From an optimization exercise on the open Yosys and OpenROAD flow, aimed at a short achievable clock period and few clock cycles per item; shortcuts taken in it are not production practice.
Function was checked by simulation only, so behaviour that the tests miss may differ from the original.
Power is estimated from default activity; no workload was simulated.

==> module cache_arrays, before the edit <==
module cache_arrays (
    input  logic                clk,
    input  logic                rst,
    input  cache_pkg::index_t   index,
    input  logic                refill_en,
    input  cache_pkg::way_t     refill_way,
    input  cache_pkg::tag_t     refill_tag,
    input  logic [31:0]         refill_data,
    input  logic                refill_wr,       
    input  logic                wr_hit_en,
    input  cache_pkg::way_t     hit_way,
    input  logic [31:0]         wr_data,
    input  logic [3:0]          wr_wen,
    output cache_pkg::way_vec_t way_valid,
    output cache_pkg::way_vec_t way_dirty,
    output logic [4-1:0][cache_pkg::TAG_W-1:0] way_tags,
    output logic [4-1:0][31:0]                 way_data,
    output logic [4-1:0][3:0]                  way_ages
);
    localparam int SETS = 1 << 4;
    cache_pkg::way_vec_t    valid_q [SETS];
    cache_pkg::way_vec_t    dirty_q [SETS];
    cache_pkg::age_t        age_q   [SETS][4];
    cache_pkg::tag_t        tag_q   [SETS][4];
    logic [31:0] data_q  [SETS][4];
    cache_pkg::way_t        touched_way;           
    cache_pkg::age_t        next_age [4];
    logic [31:0] merged;                
    logic [31:0] refill_word;           
    cache_pkg::age_t        next_age2 [4];
    always_comb begin
        way_valid = valid_q[index];
        way_dirty = dirty_q[index];
        for (int w = 0; w < 4; w++) begin
            way_tags[w] = tag_q[index][w];
            way_data[w] = data_q[index][w];
            way_ages[w] = age_q[index][w];
        end
    end
    always_comb begin
        for (int b = 0; b < 4; b++) begin
            merged[8*b +: 8] = wr_wen[b] ? wr_data[8*b +: 8] : way_data[hit_way][8*b +: 8];
        end
    end
    always_comb begin
        for (int b = 0; b < 4; b++) begin
            refill_word[8*b +: 8] = (refill_wr && wr_wen[b]) ? wr_data[8*b +: 8] : refill_data[8*b +: 8];
        end
    end
    always_comb begin
        for (int w = 0; w < 4; w++) begin
            if (next_age[w] == cache_pkg::age_t'(15) || touched_way == cache_pkg::way_t'(w))
                next_age2[w] = next_age[w];
            else
                next_age2[w] = next_age[w] + cache_pkg::age_t'(1);
        end
    end
    assign touched_way = refill_en ? refill_way : hit_way;
    always_comb begin
        for (int w = 0; w < 4; w++) begin
            if (touched_way == cache_pkg::way_t'(w))
                next_age[w] = '0;
            else if (way_ages[w] == cache_pkg::age_t'(15))
                next_age[w] = way_ages[w];             
            else
                next_age[w] = way_ages[w] + cache_pkg::age_t'(1);
        end
    end
    always_ff @(posedge clk) begin
        if (rst) begin
            for (int s = 0; s < SETS; s++) begin
                valid_q[s] <= '0;
                dirty_q[s] <= '0;
                for (int w = 0; w < 4; w++) begin
                    age_q[s][w] <= '0;
                end
            end
        end else begin
            if (refill_en) begin
                valid_q[index][refill_way] <= 1'b1;
                dirty_q[index][refill_way] <= refill_wr;    
            end else if (wr_hit_en) begin
                dirty_q[index][hit_way] <= 1'b1;
            end
            if (refill_en || wr_hit_en) begin
                for (int w = 0; w < 4; w++) begin
                    age_q[index][w] <= (refill_en && refill_wr) ? next_age2[w] : next_age[w];
                end
            end
        end
    end
    always_ff @(posedge clk) begin
        if (refill_en) begin
            tag_q[index][refill_way]  <= refill_tag;
            data_q[index][refill_way] <= refill_word;
        end else if (wr_hit_en) begin
            data_q[index][hit_way] <= merged;
        end
    end
endmodule
==> module d_cache, before the edit <==
module d_cache (
    input  logic        clk,
    input  logic        rst,
    input  logic [31:0] p_addr,
    input  logic [31:0] p_wdata,
    input  logic [3:0]  p_wen,
    input  logic [1:0]  p_size,
    input  logic        p_rw,
    input  logic        p_strobe,
    output logic [31:0] p_din,
    output logic        p_ready,
    output logic [31:0] m_addr,
    output logic [31:0] m_wdata,
    output logic [3:0]  m_wen,
    output logic [1:0]  m_size,
    output logic        m_rw,
    output logic        m_strobe,
    input  logic [31:0] m_dout,
    input  logic        m_ready
);
    bus_pkg::bus_req_t     p_req;
    bus_pkg::bus_req_t     m_req;
    assign p_req   = {p_addr, p_wdata, p_wen, p_size, p_rw};
    assign m_addr  = m_req.addr;
    assign m_wdata = m_req.wdata;
    assign m_wen   = m_req.wen;
    assign m_size  = m_req.size;
    assign m_rw    = m_req.rw;
    cache_pkg::addr_fields_t fields;
    logic         uncached;
    logic         cached_strobe;
    bus_pkg::bus_req_t     byp_req;           
    cache_pkg::way_vec_t     way_valid;
    cache_pkg::way_vec_t     way_dirty;
    logic [4-1:0][cache_pkg::TAG_W-1:0] way_tags;
    logic [4-1:0][31:0]      way_data;
    logic [4-1:0][3:0]       way_ages;
    logic         hit;
    cache_pkg::way_t         hit_way;
    logic [31:0]  hit_data;
    cache_pkg::way_t         victim_way;
    logic         victim_dirty;
    logic [31:0]  wb_addr;
    logic [31:0]  wb_data;
    cache_pkg::cache_state_e state;
    logic         refill_en;
    logic         wr_hit_en;
    bus_pkg::bus_req_t     fsm_req;
    logic         fsm_strobe;
    assign fields        = p_req.addr;
    assign uncached      = (p_req.addr[32-1:16] == 16'hbfaf);
    assign cached_strobe = p_strobe && !uncached;
    always_comb begin
        byp_req = p_req;    
        byp_req.addr[32-1:16] = 16'h1faf;
    end
    assign m_req    = uncached ? byp_req : fsm_req;
    assign m_strobe = uncached ? p_strobe : fsm_strobe;
    assign p_din    = (uncached || !hit) ? m_dout : hit_data;
    assign p_ready  = uncached ? (p_strobe && m_ready)
                               : (cached_strobe && ((hit && state == cache_pkg::cpu_exec) ||
                                                    refill_en));
    cache_arrays i_arrays (
        .clk         (clk),
        .rst         (rst),
        .index       (fields.index),
        .refill_en   (refill_en),
        .refill_way  (victim_way),
        .refill_tag  (fields.tag),
        .refill_data (m_dout),
        .refill_wr   (p_req.rw == bus_pkg::acc_write),
        .wr_hit_en   (wr_hit_en),
        .hit_way     (hit_way),
        .wr_data     (p_req.wdata),
        .wr_wen      (p_req.wen),
        .way_valid   (way_valid),
        .way_dirty   (way_dirty),
        .way_tags    (way_tags),
        .way_data    (way_data),
        .way_ages    (way_ages)
    );
    cache_lookup i_lookup (
        .tag       (fields.tag),
        .way_valid (way_valid),
        .way_tags  (way_tags),
        .way_data  (way_data),
        .hit       (hit),
        .hit_way   (hit_way),
        .hit_data  (hit_data)
    );
    victim_select i_victim (
        .index        (fields.index),
        .way_valid    (way_valid),
        .way_dirty    (way_dirty),
        .way_ages     (way_ages),
        .way_tags     (way_tags),
        .way_data     (way_data),
        .victim_way   (victim_way),
        .victim_dirty (victim_dirty),
        .wb_addr      (wb_addr),
        .wb_data      (wb_data)
    );
    miss_fsm i_fsm (
        .clk           (clk),
        .rst           (rst),
        .cached_strobe (cached_strobe),
        .req           (p_req),
        .hit           (hit),
        .victim_dirty  (victim_dirty),
        .wb_addr       (wb_addr),
        .wb_data       (wb_data),
        .m_ready       (m_ready),
        .state         (state),
        .refill_en     (refill_en),
        .wr_hit_en     (wr_hit_en),
        .mem_req       (fsm_req),
        .mem_strobe    (fsm_strobe)
    );
endmodule
export LEC_CHECK = 0
export CAP_MARGIN = 20
export CORE_MARGIN = 2
export CORE_UTILIZATION = 40
export SETUP_SLACK_MARGIN = 1
export SLEW_MARGIN = 20
create_clock -name core_clock -period 13.0 [get_ports {clk}]
run.sh (not shown) runs the stock make flow with config.mk's settings and CLKGATE_MAP_FILE= SYNTH_SCRIPT=/design/flow/synth_recipe.tcl, a recipe that flattens the netlist after the stock synthesis.
Testbench counts at the start, summed over its fixed seeds: cycles 24,699, accesses 12,000.
Change:
--- a/flow/design.v
+++ b/flow/design.v
@@ -45,7 +45,6 @@
     input  cache_pkg::way_t     refill_way,
     input  cache_pkg::tag_t     refill_tag,
     input  logic [31:0]         refill_data,
-    input  logic                refill_wr,       
     input  logic                wr_hit_en,
     input  cache_pkg::way_t     hit_way,
     input  logic [31:0]         wr_data,
@@ -65,8 +64,6 @@
     cache_pkg::way_t        touched_way;           
     cache_pkg::age_t        next_age [4];
     logic [31:0] merged;                
-    logic [31:0] refill_word;           
-    cache_pkg::age_t        next_age2 [4];
     always_comb begin
         way_valid = valid_q[index];
         way_dirty = dirty_q[index];
@@ -81,19 +78,6 @@
             merged[8*b +: 8] = wr_wen[b] ? wr_data[8*b +: 8] : way_data[hit_way][8*b +: 8];
         end
     end
-    always_comb begin
-        for (int b = 0; b < 4; b++) begin
-            refill_word[8*b +: 8] = (refill_wr && wr_wen[b]) ? wr_data[8*b +: 8] : refill_data[8*b +: 8];
-        end
-    end
-    always_comb begin
-        for (int w = 0; w < 4; w++) begin
-            if (next_age[w] == cache_pkg::age_t'(15) || touched_way == cache_pkg::way_t'(w))
-                next_age2[w] = next_age[w];
-            else
-                next_age2[w] = next_age[w] + cache_pkg::age_t'(1);
-        end
-    end
     assign touched_way = refill_en ? refill_way : hit_way;
     always_comb begin
         for (int w = 0; w < 4; w++) begin
@@ -117,13 +101,13 @@
         end else begin
             if (refill_en) begin
                 valid_q[index][refill_way] <= 1'b1;
-                dirty_q[index][refill_way] <= refill_wr;    
+                dirty_q[index][refill_way] <= 1'b0;    
             end else if (wr_hit_en) begin
                 dirty_q[index][hit_way] <= 1'b1;
             end
             if (refill_en || wr_hit_en) begin
                 for (int w = 0; w < 4; w++) begin
-                    age_q[index][w] <= (refill_en && refill_wr) ? next_age2[w] : next_age[w];
+                    age_q[index][w] <= next_age[w];
                 end
             end
         end
@@ -131,7 +115,7 @@
     always_ff @(posedge clk) begin
         if (refill_en) begin
             tag_q[index][refill_way]  <= refill_tag;
-            data_q[index][refill_way] <= refill_word;
+            data_q[index][refill_way] <= refill_data;
         end else if (wr_hit_en) begin
             data_q[index][hit_way] <= merged;
         end
@@ -335,7 +319,7 @@
     assign p_din    = (uncached || !hit) ? m_dout : hit_data;
     assign p_ready  = uncached ? (p_strobe && m_ready)
                                : (cached_strobe && ((hit && state == cache_pkg::cpu_exec) ||
-                                                    refill_en));
+                                                    (refill_en && p_req.rw == bus_pkg::acc_read)));
     cache_arrays i_arrays (
         .clk         (clk),
         .rst         (rst),
@@ -344,7 +328,6 @@
         .refill_way  (victim_way),
         .refill_tag  (fields.tag),
         .refill_data (m_dout),
-        .refill_wr   (p_req.rw == bus_pkg::acc_write),
         .wr_hit_en   (wr_hit_en),
         .hit_way     (hit_way),
         .wr_data     (p_req.wdata),
=> The new run finished clean. Total power falls by 1.4%. Design area is about the same. Combinational power is lower by about 5%. Die area is about the same. Fmax increases by 1.8%. Worst setup slack improves by 0.21 ns. Final cell count rises by 2.5%.
Testbench counts after the change, summed over its fixed seeds: cycles 26,404, accesses 12,000.

## what the ideal ports hide
The flow's constraints put no driver on any port. The routed layouts listed below were extracted and timed again, unchanged, in two steps.
Step 1: set_driving_cell puts a clkbuf_16 on clk and a buf_2 on each other input, an assumption about the parent block.
Step 2 moves the port delays by t, midway between the first and last clock arrival at a register: inputs arrive t later, outputs are due t later. That takes back most of the time a late clock gives input paths.
a / b / c = no drivers / after step 1 / after step 2; a / b = the first two.
run	t (ns)	setup WS [ns]	cell pins on the clock port's net
the first run	1.055	0.727 / 0.412 / 0.412	1
the second run	1.086	0.939 / 0.473 / 0.473	1
After both steps setup and hold are still met in every run listed. For the second run, which loses most, drivers alone change the setup slack by -0.466 ns; drivers and shift together by -0.466 ns.
